What follows belongs to an exercise in optimizing a design on an open flow for small area; a production flow would make more cautious choices.
In this exercise RTL edits were held to simulation tests only and were not proved equivalent to the original.
Power is estimated from default activity; no workload was simulated.

==> flow/design.v (excerpt) <==
module sram_fsm #(
    parameter int unsigned ADDR_WIDTH = 8,
    parameter int unsigned DATA_WIDTH = 8,
    parameter int unsigned MEM_SIZE   = 1 << ADDR_WIDTH
) (
    input  logic                  clk,
    input  logic                  reset,
    input  logic                  chip_enable_n,
    input  logic                  write_enable_n,
    input  logic                  read_enable_n,
    input  logic [ADDR_WIDTH-1:0] address,
    input  logic [DATA_WIDTH-1:0] data_in,
    output logic [DATA_WIDTH-1:0] data_out
);
    localparam int unsigned NW  = MEM_SIZE;
    localparam int unsigned NG  = NW / 3;            
    localparam int unsigned NT  = NG + NW % 3;       
    logic wr, rd;
    assign wr = !chip_enable_n && !write_enable_n &&  read_enable_n;
    assign rd = !chip_enable_n &&  write_enable_n && !read_enable_n;
    localparam int unsigned LW = ADDR_WIDTH / 2;
    localparam int unsigned HW = ADDR_WIDTH - LW;
    localparam int unsigned NL = 1 << LW;
    localparam int unsigned NH = 1 << HW;
    logic [LW-1:0] alo;
    logic [HW-1:0] ahi;
    assign alo = address[LW-1:0];
    assign ahi = address[ADDR_WIDTH-1:LW];
    localparam int unsigned NC = 4;                  
    logic [NL-1:0] lo_dec;
    logic [NL-1:0] lo_load [NC];
    logic [NL-1:0] lo_read_n [NC];
    logic [NH-1:0] hi_n, hi;
    for (genvar i = 0; i < int'(NL); i++) begin : g_lo
        assign lo_dec[i] = alo == LW'(i);
        for (genvar c = 0; c < int'(NC); c++) begin : g_copy
            sram_fsm_strobe u_load (.r(reset), .w(wr), .s(lo_dec[i]), .y(lo_load[c][i]));
            sram_fsm_nand2  u_read (.a(rd), .b(lo_dec[i]), .y(lo_read_n[c][i]));
        end
    end
    for (genvar j = 0; j < int'(NH); j++) begin : g_hi
        assign hi[j]   = reset || ahi == HW'(j);
        assign hi_n[j] = !hi[j];
    end
    localparam int unsigned ND = 2;
    logic [DATA_WIDTH-1:0] wdata_n [ND];
    logic [DATA_WIDTH-1:0] rowdata [NH];
    for (genvar c = 0; c < int'(ND); c++) begin : g_wdata
        for (genvar b = 0; b < int'(DATA_WIDTH); b++) begin : g_bit
            sram_fsm_wdata_n u_wd (.d(data_in[b]), .r(reset), .y(wdata_n[c][b]));
        end
    end
    for (genvar j = 0; j < int'(NH); j++) begin : g_rowdata
  ...
==> flow/config.mk <==
export PLATFORM = sky130hd
export DESIGN_NAME = sram_fsm
export DESIGN_NICKNAME = sram_fsm
export VERILOG_FILES = /design/flow/design.v
export SDC_FILE = /design/flow/constraint.sdc
export NUM_CORES = 4
export LEC_CHECK = 0
export CAP_MARGIN = 20
export CORE_MARGIN = 2
export CORE_UTILIZATION = 50
export CTS_BUF_LIST = sky130_fd_sc_hd__clkbuf_8
export CTS_CLUSTER_DIAMETER = 100
export CTS_CLUSTER_SIZE = 14
export GPL_TIMING_DRIVEN = 0
export PLACE_DENSITY = 0.65
export SETUP_SLACK_MARGIN = 0.3
export SLEW_MARGIN = 20
export SYNTH_HIERARCHICAL = 1
==> flow/constraint.sdc <==
create_clock -name core_clock -period 5.0 [get_ports {clk}]
set_input_delay 1.0000 -clock core_clock [delete_from_list [all_inputs] [get_ports {clk}]]
set_output_delay 1.0000 -clock core_clock [all_outputs]
set_load 0.01 [all_outputs]
standard.sh (not shown) runs the stock make flow with config.mk's settings and CLKGATE_MAP_FILE= SYNTH_SCRIPT=/design/flow/synth_recipe.tcl, a recipe that flattens the netlist after the stock synthesis.
==> flow/flow/run.sh <==
#!/bin/bash
# The standard layout, except that the port buffers are buf_2 cells instead of the
# slow delay-buffer cells buffer_ports picks by itself. Every port still gets a buffer.
set -euo pipefail
export BUFFER_PORTS_ARGS="-buffer_cell sky130_fd_sc_hd__buf_2"
bash standard.sh synth > synth.log 2>&1
bash standard.sh finish > layout.log 2>&1
The first run finished with timing, DRC and antenna clean.
Rerun with:
CORE_UTILIZATION = 58   (was 50)
PLACE_DENSITY = 0.72   (was 0.65)
The new run passed the timing, DRC and antenna checks.
Combinational power went down by about 2%.
Count of clock-buffer cells in the layout is lower by 1.
Area after synthesis does not change.
Sequential share of layout area is higher by 0.53 points.
Routed wire length falls by about 3.6%.
Total power barely changes.
Worst setup slack loses 0.030 ns.
Via count grows by 0.49%.
First-iteration DRC count went up by about 20%.
Rerun with:
==> flow/run.sh (new file) <==
#!/bin/bash
# synth_recipe.tcl (not shown) runs the flow's synth.tcl, then flattens the netlist and writes it again
# the make line also repeats each setting of config.mk as NAME=value (left out here)
make -C /OpenROAD-flow-scripts/flow DESIGN_CONFIG=/design/flow/config.mk WORK_HOME=/design/flow/orfs CLKGATE_MAP_FILE= SYNTH_SCRIPT=/design/flow/synth_recipe.tcl finish
CORE_UTILIZATION = 45   (was 58)
CTS_CLUSTER_SIZE = 12   (was 14)
PLACE_DENSITY = 0.6   (was 0.72)
removed: flow/flow/run.sh
removed: flow/standard.sh
Register-to-register slack gets better by 0.06 ns.
Critical path depth goes up by 3.
Synthesized cell count stays the same.
Global-route usage decreases by 6.4 points.
Synthesized area stays the same.
Worst setup slack is worse by 0.087 ns.
Non-clock buffer count came out higher by 32.
Count of clock-buffer cells in the layout is higher by 25.
Final cell count rose by a few percent.
Sequential power barely changes.
Rerun with:
CORE_UTILIZATION = 60   (was 45)
CTS_CLUSTER_SIZE = 14   (was 12)
PLACE_DENSITY = 0.74   (was 0.6)
SETUP_SLACK_MARGIN = 0.35   (was 0.3)
The new run finished clean.
Area after synthesis is unchanged.
Non-clock buffer count came out lower by 35.
Sequential power hardly moves.
Wire length came out lower by 6.2%.
Final cell count came out lower by 7.2%.
Synthesized cell count does not change.
Rerun with:
CORE_UTILIZATION = 55   (was 60)
PLACE_DENSITY = 0.68   (was 0.74)
SETUP_SLACK_MARGIN = 0.3   (was 0.35)
After rerunning: The new run completed without violations. Setup slack gets worse by 0.068 ns. Cell area climbs by 0.55%. Die area climbs by 9.0%. Area after synthesis is unchanged. Utilization drops by 5.3 points. Via count drops by 0.72%. Cell count climbs by 2.7%. Worst hold slack barely changes.

## re-timing with driven ports
The results above use ideal ports. As a check the final layouts listed here were re-extracted and re-timed, cells and wires unchanged.
Step 1: set_driving_cell puts a clkbuf_16 on clk and a buf_2 on each other input, an assumption about the parent block.
Step 2 times the ports against the registers' clock, not the clock port: input delays grow and output delays shrink by t, the midpoint of the rising clock arrivals with the driver on.
a / b / c = ideal / step 1 / step 2; a / b = the first two.
| run | t (ns) | setup WS [ns] | worst register clock-pin slew, ns |
|---|---|---|---|
| the first run | 1.000 | 0.293 / 0.236 / -0.764 | 0.10 / 0.10 |
| the second run | 1.010 | 0.263 / 0.252 / -0.758 | 0.10 / 0.10 |
| the third run | 1.035 | 0.176 / 0.107 / -0.928 | 0.09 / 0.09 |
| the fourth run | 1.013 | 0.238 / 0.240 / -0.773 | 0.10 / 0.10 |
| the fifth run | 1.010 | 0.170 / 0.169 / -0.841 | 0.11 / 0.11 |
With both steps, setup timing fails in every run listed, where it was met with ideal ports. For the third run, which loses most, drivers alone change the setup slack by -0.069 ns; drivers and shift together by -1.104 ns.
